From an optimization exercise on the open Yosys and OpenROAD flow, aimed at small area and a short achievable clock period; shortcuts taken in it are not production practice.
Function was checked by simulation only, so behaviour that the tests miss may differ from the original.
The clock port is modelled as an ideal driver; clocking choices that lean on that would not hold on a real chip.
Power is estimated from default activity; no workload was simulated.

==> wip/garnet <==
// ddr2_wr_stager
module ddr2_wr_stager
#(
    parameter int unsigned       DATA_W        = ddr2_pkg::DDR2_DATA_W,
    parameter int unsigned       DEPTH         = 32,
    parameter int unsigned       BURST_LEN     = ddr2_pkg::DDR2_BURST_LEN,
    parameter int unsigned       FLUSH_TIMEOUT = 64,
    parameter logic [DATA_W-1:0] PAD_WORD      = '0
) (
    input  logic                    clk,
    input  logic                    rst,
    input  logic                    in_valid,
    input  logic [DATA_W-1:0]       in_data,
    output logic                    in_ready,
    input  logic                    flush,
    output logic                    wr_req_from_tmto,
    output logic [DATA_W-1:0]       tmto_fifo_q,
    input  logic                    tmto_fifo_rdacked,
    output logic [$clog2(DEPTH):0]  count,
    output logic [15:0]             pad_cnt,
    output logic                    overflow,
    output logic                    underflow
);
clock: 5.2 ns
lec_check: 0
cap_margin: 20
core_margin: 2
core_utilization: 65
cts_cluster_diameter: 100
cts_cluster_size: 25
setup_slack_margin: 2.85
slew_margin: 20
synth_memory_max_bits: 8192
standard.sh (not shown) runs the stock make flow with config.mk's settings and CLKGATE_MAP_FILE= SYNTH_SCRIPT=/design/flow/synth_recipe.tcl, a recipe that flattens the netlist after the stock synthesis.
==> flow/flow/run.sh <==
#!/bin/bash
# Own flow: the standard layout (standard.sh, all steps), with three changes:
# - before pin placement, pins.tcl asks for each in_data[k] / tmto_fifo_q[k] pair to sit
#   side by side;
# - REMOVE_ABC_BUFFERS=1: the floorplan step removes the buffers Yosys/ABC put on
#   high-fanout nets, and the resizer rebuffers those nets with sized buffers instead;
# - before clock tree synthesis, movebuf.tcl moves each output port's buffer next to the
#   flip-flop that drives it (and legalizes), so the buffer drives the wire to the pin.
# Every tool's output goes to standard.log in the work folder (ORFS keeps its per-step
# logs under orfs/logs as usual).
set -euo pipefail
here=$(cd "$(dirname "${BASH_SOURCE[0]}")" && pwd)
export PRE_IO_PLACEMENT_TCL="$here/pins.tcl"
export PRE_CTS_TCL="$here/movebuf.tcl"
bash standard.sh REMOVE_ABC_BUFFERS=1 finish > standard.log 2>&1
==> flow/flow/movebuf.tcl <==
# Move each output port's buffer onto the cell that drives it (detailed placement then
# legalizes it next to that cell), so the stronger buffer drives the long wire to the pin.
set block [ord::get_db_block]
set moved 0
foreach bt [$block getBTerms] {
  if {[$bt getIoType] != "OUTPUT"} { continue }
  set net [$bt getNet]
  if {$net == "NULL"} { continue }
  set buf ""
  foreach it [$net getITerms] { if {[$it isOutputSignal]} { set buf [$it getInst] } }
  if {$buf == ""} { continue }
  set innet ""
  foreach it [$buf getITerms] { if {[$it isInputSignal] && [$it getNet] != "NULL"} { set innet [$it getNet] } }
  if {$innet == ""} { continue }
  set drv ""
  foreach it [$innet getITerms] { if {[$it isOutputSignal]} { set drv [$it getInst] } }
  if {$drv == ""} { continue }
  set loc [$drv getLocation]
  $buf setLocation [lindex $loc 0] [lindex $loc 1]
  incr moved
}
puts "movebuf: moved $moved output buffers"
# Legalize the moved buffers.
detailed_placement
==> flow/flow/pins.tcl <==
# Keep each data bit's input and output pins side by side, so that bit's storage column
# sits next to both of its pins.
for {set k 0} {$k < 144} {incr k} {
  set_io_pin_constraint -group -order -pin_names [list "in_data\[$k\]" "tmto_fifo_q\[$k\]"]
}
==> wip/quartz (differences from wip/garnet) <==
- CORE_UTILIZATION: 65 -> 60
- SETUP_SLACK_MARGIN: 2.85 -> 2.95
==> comparison table <==
quantity                                                                     wip/quartz               wip/garnet
Run status                                                      complete, no violations  complete, no violations
Combinational power share                                                          5.7%                     5.5%
Number of buffers other than clock buffers in the final layout                      898                      790
Core footprint                                                               279000 µm²               257000 µm²
Final clock-cell share                                                            3.23%                    3.23%
Worst hold slack                                                                 456 ps                   460 ps
End-of-flow core utilization                                                      67.5%                    72.3%
Share of layout cells above drive strength 1                                      14.0%                    12.6%
Worst vdd ir                                                                     367 µV                   394 µV
DRC marker count from the first detailed-route iteration                          20800                    21700
Row Count                                                                           194                      186
Wire length on met1                                                              213 mm                   189 mm
Power per cell area                                                          353 nW/µm²               355 nW/µm²
Share of the final layout cell area in sequential cells                           74.6%                    75.5%
Routed wire length on met3                                                      84.1 mm                  84.7 mm
Met2 routing resource usage after global routing                                  63.2%                    66.4%
Multi-input gate share of the layout cell area                                    14.3%                    14.3%
Max frequency                                                                   400 MHz                  405 MHz
Count of multi-input combinational gates                                           3532                     3530
CTS buffer count                                                                    212                      208
Transition time at the pin with the least slew margin                           1170 ps                  1150 ps
Combined flip-flop and latch cell area                                       140000 µm²               140000 µm²
Net total in the final layout                                                      9578                     9464
GR Util All Layers                                                                40.4%                    42.0%
CP endpoint                                                             tmto_fifo_q[33]         tmto_fifo_q[131]
Launch point of the critical path                                               q_r[33]                 q_r[131]


==> inputs of exp/indigo <==
Another version of the RTL of ddr2_wr_stager (not shown whole).
==> module ddr2_wr_stager, before the edit <==
module ddr2_wr_stager
#(
    parameter int unsigned       DATA_W        = ddr2_pkg::DDR2_DATA_W,
    parameter int unsigned       DEPTH         = 32,
    parameter int unsigned       BURST_LEN     = ddr2_pkg::DDR2_BURST_LEN,
    parameter int unsigned       FLUSH_TIMEOUT = 64,
    parameter logic [DATA_W-1:0] PAD_WORD      = '0
) (
    input  logic                    clk,
    input  logic                    rst,
    input  logic                    in_valid,
    input  logic [DATA_W-1:0]       in_data,
    output logic                    in_ready,
    input  logic                    flush,
    output logic                    wr_req_from_tmto,
    output logic [DATA_W-1:0]       tmto_fifo_q,
    input  logic                    tmto_fifo_rdacked,
    output logic [$clog2(DEPTH):0]  count,
    output logic [15:0]             pad_cnt,
    output logic                    overflow,
    output logic                    underflow
);
    localparam int unsigned      CNT_W  = $clog2(DEPTH) + 1;
    localparam int unsigned      RING_N = DEPTH - 1;
    localparam logic [5:0]       TIMEOUT_LAST = 6'(FLUSH_TIMEOUT - 1);
    logic [CNT_W-1:0]             cnt_r;
    logic                         rdy_r;      
    logic                         padp_r;     
    logic                         ge2_r;      
    logic                         st_wait;
    logic                         st_pad;
    logic [5:0]                   idle_cnt;
    logic [RING_N-1:0]            wr_oh;
    logic [RING_N-1:0]            rd_oh;
    logic [RING_N-1:0][DATA_W-1:0] ring;
    logic [DATA_W-1:0]            q_r;
    logic c0, c1, c2, c31, c32;
    assign c0  = (cnt_r == CNT_W'(0));
    assign c1  = (cnt_r == CNT_W'(1));
    assign c2  = (cnt_r == CNT_W'(2));
    assign c31 = (cnt_r == CNT_W'(DEPTH-1));
    assign c32 = (cnt_r == CNT_W'(DEPTH));
    logic prod_push, push, pop, inc, dec, res_n;
    assign prod_push = in_valid && rdy_r;
    assign push      = prod_push || padp_r;
    assign pop       = tmto_fifo_rdacked && !c0;
    assign inc       = push && !pop;
    assign dec       = pop && !push;
    assign res_n     = cnt_r[0] ^ push ^ pop;    
    logic [DATA_W-1:0] wdata;
    assign wdata = padp_r ? PAD_WORD : in_data;
    logic timeout, wait_n, pad_n;
    assign timeout = !prod_push && (idle_cnt == TIMEOUT_LAST);
    assign wait_n  = res_n && ((!st_wait && !st_pad) || (st_wait && !flush && !timeout));
    assign pad_n   = res_n && (st_pad || (st_wait && (flush || timeout)));
    logic full_n, ge2_n;
    assign full_n = inc ? c31 : (dec ? 1'b0 : c32);
    assign ge2_n  = inc ? (ge2_r || c1) : (dec ? (ge2_r && !c2) : ge2_r);
    always_ff @(posedge clk) begin
        if (rst) begin
            cnt_r    <= '0;
            rdy_r    <= 1'b1;
            padp_r   <= 1'b0;
            ge2_r    <= 1'b0;
            st_wait  <= 1'b0;
            st_pad   <= 1'b0;
            idle_cnt <= '0;
        end else begin
            if (inc) cnt_r <= cnt_r + 1'b1;
            else if (dec) cnt_r <= cnt_r - 1'b1;
            rdy_r    <= !full_n && !pad_n;
            padp_r   <= pad_n && !full_n;
            ge2_r    <= ge2_n;
            st_wait  <= wait_n;
            st_pad   <= pad_n;
            if (st_wait && wait_n && !prod_push) idle_cnt <= idle_cnt + 1'b1;
            else idle_cnt <= '0;
        end
    end
    logic wr_adv, rd_adv;
    assign wr_adv = push && (ge2_r || (c1 && !pop));
    assign rd_adv = pop && ge2_r;
    always_ff @(posedge clk) begin
        if (rst) begin
            wr_oh <= RING_N'(1);
            rd_oh <= RING_N'(1);
        end else begin
            if (wr_adv) wr_oh <= {wr_oh[RING_N-2:0], wr_oh[RING_N-1]};
            if (rd_adv) rd_oh <= {rd_oh[RING_N-2:0], rd_oh[RING_N-1]};
        end
    end
    for (genvar i = 0; i < RING_N; i++) begin : g_ring
        always_ff @(posedge clk) begin
            if (wr_oh[i] && !c32) ring[i] <= wdata;
        end
    end
    logic [DATA_W-1:0] ring_rd;
    always_comb begin
        ring_rd = '0;
        for (int i = 0; i < RING_N; i++) begin
            ring_rd = ring_rd | (ring[i] & {DATA_W{rd_oh[i]}});
        end
    end
    always_ff @(posedge clk) begin
        if (tmto_fifo_rdacked || c0) q_r <= ge2_r ? ring_rd : wdata;
    end
    always_ff @(posedge clk) begin
        if (rst) begin
            overflow  <= 1'b0;
            underflow <= 1'b0;
            pad_cnt   <= '0;
        end else begin
            if (in_valid && c32) overflow <= 1'b1;
            if (tmto_fifo_rdacked && c0) underflow <= 1'b1;
            if (padp_r && (pad_cnt != '1)) pad_cnt <= pad_cnt + 1'b1;
        end
    end
    assign in_ready         = rdy_r;
    assign wr_req_from_tmto = ge2_r;
    assign tmto_fifo_q      = q_r;
    assign count            = cnt_r;
endmodule
Settings: LEC_CHECK=0, CAP_MARGIN=20, CORE_MARGIN=2, CORE_UTILIZATION=40, SLEW_MARGIN=20, SYNTH_MEMORY_MAX_BITS=8192; clock period 5.2 ns.
run.sh (not shown) runs the stock make flow with config.mk's settings and CLKGATE_MAP_FILE= SYNTH_SCRIPT=/design/flow/synth_recipe.tcl, a recipe that flattens the netlist after the stock synthesis.
Stock flow here: none of the scripts above is used.
==> inputs of exp/pepper, as changes to exp/indigo <==
--- a/flow/design.v
+++ b/flow/design.v
@@ -35,5 +35,11 @@
     logic [CNT_W-1:0]             cnt_r;
+    logic [CNT_W-1:0]             cnt_b;
     logic                         rdy_r;      
+    logic                         rdy_b;
+    logic                         ge2_b;
+    logic [15:0]                  pad_b;
     logic                         padp_r;     
     logic                         ge2_r;      
+    logic                         empty_r;    
+    logic                         full_r;     
     logic                         st_wait;
@@ -46,9 +52,16 @@
     logic c0, c1, c2, c31, c32;
-    assign c0  = (cnt_r == CNT_W'(0));
-    assign c1  = (cnt_r == CNT_W'(1));
-    assign c2  = (cnt_r == CNT_W'(2));
-    assign c31 = (cnt_r == CNT_W'(DEPTH-1));
-    assign c32 = (cnt_r == CNT_W'(DEPTH));
+    assign c0  = empty_r;
+    logic [CNT_W-1:0] cnt_i;
+    logic             rdy_i, ge2_i;
+    logic [15:0]      pad_i;
+    assign cnt_i = ~cnt_b;
+    assign rdy_i = !rdy_b;
+    assign ge2_i = !ge2_b;
+    assign pad_i = ~pad_b;
+    assign c1  = (cnt_i == CNT_W'(1));
+    assign c2  = (cnt_i == CNT_W'(2));
+    assign c31 = (cnt_i == CNT_W'(DEPTH-1));
+    assign c32 = full_r;
     logic prod_push, push, pop, inc, dec, res_n;
-    assign prod_push = in_valid && rdy_r;
+    assign prod_push = in_valid && rdy_i;
     assign push      = prod_push || padp_r;
@@ -57,3 +70,3 @@
     assign dec       = pop && !push;
-    assign res_n     = cnt_r[0] ^ push ^ pop;    
+    assign res_n     = cnt_i[0] ^ push ^ pop;    
     logic [DATA_W-1:0] wdata;
@@ -64,5 +77,10 @@
     assign pad_n   = res_n && (st_pad || (st_wait && (flush || timeout)));
-    logic full_n, ge2_n;
+    logic [CNT_W-1:0] cnt_n;
+    assign cnt_n = inc ? cnt_i + 1'b1 : (dec ? cnt_i - 1'b1 : cnt_i);
+    logic [15:0] padc_n;
+    assign padc_n = (padp_r && (pad_i != '1)) ? pad_i + 1'b1 : pad_i;
+    logic full_n, ge2_n, empty_n;
+    assign empty_n = inc ? 1'b0 : (dec ? c1 : c0);
     assign full_n = inc ? c31 : (dec ? 1'b0 : c32);
-    assign ge2_n  = inc ? (ge2_r || c1) : (dec ? (ge2_r && !c2) : ge2_r);
+    assign ge2_n  = inc ? (ge2_i || c1) : (dec ? (ge2_i && !c2) : ge2_i);
     always_ff @(posedge clk) begin
@@ -70,5 +88,10 @@
             cnt_r    <= '0;
+            cnt_b    <= '1;
             rdy_r    <= 1'b1;
+            rdy_b    <= 1'b0;
+            ge2_b    <= 1'b1;
             padp_r   <= 1'b0;
             ge2_r    <= 1'b0;
+            empty_r  <= 1'b1;
+            full_r   <= 1'b0;
             st_wait  <= 1'b0;
@@ -77,7 +100,11 @@
         end else begin
-            if (inc) cnt_r <= cnt_r + 1'b1;
-            else if (dec) cnt_r <= cnt_r - 1'b1;
+            cnt_r    <= cnt_n;
+            cnt_b    <= ~cnt_n;
             rdy_r    <= !full_n && !pad_n;
+            rdy_b    <= !(!full_n && !pad_n);
+            ge2_b    <= !ge2_n;
             padp_r   <= pad_n && !full_n;
             ge2_r    <= ge2_n;
+            empty_r  <= empty_n;
+            full_r   <= full_n;
             st_wait  <= wait_n;
@@ -89,4 +116,7 @@
     logic wr_adv, rd_adv;
-    assign wr_adv = push && (ge2_r || (c1 && !pop));
-    assign rd_adv = pop && ge2_r;
+    assign wr_adv = push && (ge2_i || (c1 && !pop));
+    assign rd_adv = pop && ge2_i;
+    logic [RING_N-1:0] wr_oh_n;
+    logic [RING_N-1:0] we_r;       
+    assign wr_oh_n = wr_adv ? {wr_oh[RING_N-2:0], wr_oh[RING_N-1]} : wr_oh;
     always_ff @(posedge clk) begin
@@ -95,5 +125,7 @@
             rd_oh <= RING_N'(1);
+            we_r  <= RING_N'(1);
         end else begin
-            if (wr_adv) wr_oh <= {wr_oh[RING_N-2:0], wr_oh[RING_N-1]};
+            wr_oh <= wr_oh_n;
             if (rd_adv) rd_oh <= {rd_oh[RING_N-2:0], rd_oh[RING_N-1]};
+            we_r  <= wr_oh_n & {RING_N{!full_n}};
         end
@@ -102,3 +134,3 @@
         always_ff @(posedge clk) begin
-            if (wr_oh[i] && !c32) ring[i] <= wdata;
+            if (we_r[i]) ring[i] <= wdata;
         end
@@ -112,4 +144,10 @@
     end
+    logic              q_ld;
+    logic [DATA_W-1:0] q_d;
+    logic [DATA_W-1:0] q_n;
+    assign q_ld = tmto_fifo_rdacked || c0;
+    assign q_d  = ge2_i ? ring_rd : wdata;
     always_ff @(posedge clk) begin
-        if (tmto_fifo_rdacked || c0) q_r <= ge2_r ? ring_rd : wdata;
+        if (q_ld) q_n <= ~q_d;
+        q_r <= q_ld ? q_d : ~q_n;
     end
@@ -120,2 +158,3 @@
             pad_cnt   <= '0;
+            pad_b     <= '1;
         end else begin
@@ -123,3 +162,4 @@
             if (tmto_fifo_rdacked && c0) underflow <= 1'b1;
-            if (padp_r && (pad_cnt != '1)) pad_cnt <= pad_cnt + 1'b1;
+            pad_cnt   <= padc_n;
+            pad_b     <= ~padc_n;
         end
==> flow/flow/run.sh (new file) <==
#!/bin/bash
# Own flow: the standard layout (standard.sh, all steps), with one change: before pin
# placement, pins.tcl asks for each in_data[k] / tmto_fifo_q[k] pair to sit side by side.
# Every tool's output goes to standard.log in the work folder (ORFS keeps its per-step
# logs under orfs/logs as usual).
set -euo pipefail
here=$(cd "$(dirname "${BASH_SOURCE[0]}")" && pwd)
export PRE_IO_PLACEMENT_TCL="$here/pins.tcl"
bash standard.sh > standard.log 2>&1
==> flow/flow/pins.tcl (new file) <==
# Keep each data bit's input and output pins side by side, so that bit's storage column
# sits next to both of its pins.
for {set k 0} {$k < 144} {incr k} {
  set_io_pin_constraint -group -order -pin_names [list "in_data\[$k\]" "tmto_fifo_q\[$k\]"]
}
==> flow/standard.sh (new file) <==
#!/bin/bash
# synth_recipe.tcl (not shown) runs the flow's synth.tcl, then flattens the netlist and writes it again
# the make line also repeats each setting of config.mk as NAME=value (left out here)
make -C /OpenROAD-flow-scripts/flow DESIGN_CONFIG=/design/flow/config.mk WORK_HOME=/design/flow/orfs CLKGATE_MAP_FILE= SYNTH_SCRIPT=/design/flow/synth_recipe.tcl "${@:-finish}"
- CORE_UTILIZATION: 40 -> 65
- CTS_CLUSTER_DIAMETER: default -> 100
- CTS_CLUSTER_SIZE: default -> 25
- SETUP_SLACK_MARGIN: default -> 2.75
removed: flow/run.sh
==> inputs of exp/zinc, as changes to exp/indigo <==
--- a/flow/design.v
+++ b/flow/design.v
@@ -38,2 +38,4 @@
     logic                         ge2_r;      
+    logic                         empty_r;    
+    logic                         full_r;     
     logic                         st_wait;
@@ -46,3 +48,3 @@
     logic c0, c1, c2, c31, c32;
-    assign c0  = (cnt_r == CNT_W'(0));
+    assign c0  = empty_r;
     assign c1  = (cnt_r == CNT_W'(1));
@@ -50,3 +52,3 @@
     assign c31 = (cnt_r == CNT_W'(DEPTH-1));
-    assign c32 = (cnt_r == CNT_W'(DEPTH));
+    assign c32 = full_r;
     logic prod_push, push, pop, inc, dec, res_n;
@@ -64,3 +66,4 @@
     assign pad_n   = res_n && (st_pad || (st_wait && (flush || timeout)));
-    logic full_n, ge2_n;
+    logic full_n, ge2_n, empty_n;
+    assign empty_n = inc ? 1'b0 : (dec ? c1 : c0);
     assign full_n = inc ? c31 : (dec ? 1'b0 : c32);
@@ -73,2 +76,4 @@
             ge2_r    <= 1'b0;
+            empty_r  <= 1'b1;
+            full_r   <= 1'b0;
             st_wait  <= 1'b0;
@@ -82,2 +87,4 @@
             ge2_r    <= ge2_n;
+            empty_r  <= empty_n;
+            full_r   <= full_n;
             st_wait  <= wait_n;
- CORE_UTILIZATION: 40 -> 55
- CTS_CLUSTER_DIAMETER: default -> 100
- CTS_CLUSTER_SIZE: default -> 25
- SETUP_SLACK_MARGIN: default -> 2.6
==> summary of the runs <==
- Between exp/zinc and exp/pepper, the lower sequential share of layout area is in exp/pepper (gap 1.1 points).
- The highest setup slack belongs to exp/pepper, the lowest to exp/indigo.
- Register-to-register slack, highest first: exp/pepper, exp/zinc, exp/indigo.
- Against exp/pepper, the synthesized area of exp/zinc is smaller by 3.8%.
- The highest clock skew belongs to exp/indigo, the lowest to exp/pepper.
- In exp/zinc the synthesized cell count is lower than in exp/pepper, by 8.6%.
- exp/zinc went through all stages and came out clean. exp/indigo ran to the end with no violations. exp/pepper passed the timing, design-rule and antenna checks.
- In sequential power, exp/pepper and exp/indigo hardly differ.
- In exp/indigo the via count is smaller than in exp/pepper, by about 4.5%.

-- separate check: timing with driven ports --
In the flow no input, the clock included, has a driving cell. The finished layouts below were timed again as built, in two steps. Step 1 (the two cells are an assumption about what drives the block):
set clk [get_ports {clk}]
set_driving_cell -lib_cell sky130_fd_sc_hd__clkbuf_16 $clk
set_driving_cell -lib_cell sky130_fd_sc_hd__buf_2 [delete_from_list [all_inputs] $clk]
Step 2, shift: input delay + t, output delay - t, t = (earliest + latest rising clock arrival at the registers) / 2. This alone moves slack from input paths to output paths. a / b / c = ideal ports / drivers / drivers and shift; a / b = the first two.
run | t, ns | setup WS [ns] | worst setup path after step 2 | latest minus earliest clock arrival (ns)
wip/garnet | 1.020 | 2.731 / 2.630 / 2.012 | input to register | 0.041 / 0.041
wip/quartz | 1.049 | 2.702 / 2.598 / 2.116 | input to register | 0.043 / 0.042
exp/indigo | 1.120 | 1.394 / 1.325 / 1.394 | register to register | 0.074 / 0.074
exp/pepper | 1.044 | 2.643 / 2.544 / 1.891 | input to register | 0.048 / 0.048
exp/zinc | 1.028 | 2.277 / 2.178 / 1.805 | input to register | 0.068 / 0.068
After both steps setup and hold are still met in every run listed. The setup slack of exp/pepper, which loses most, moves by -0.099 ns with the drivers and by -0.752 ns with both steps.
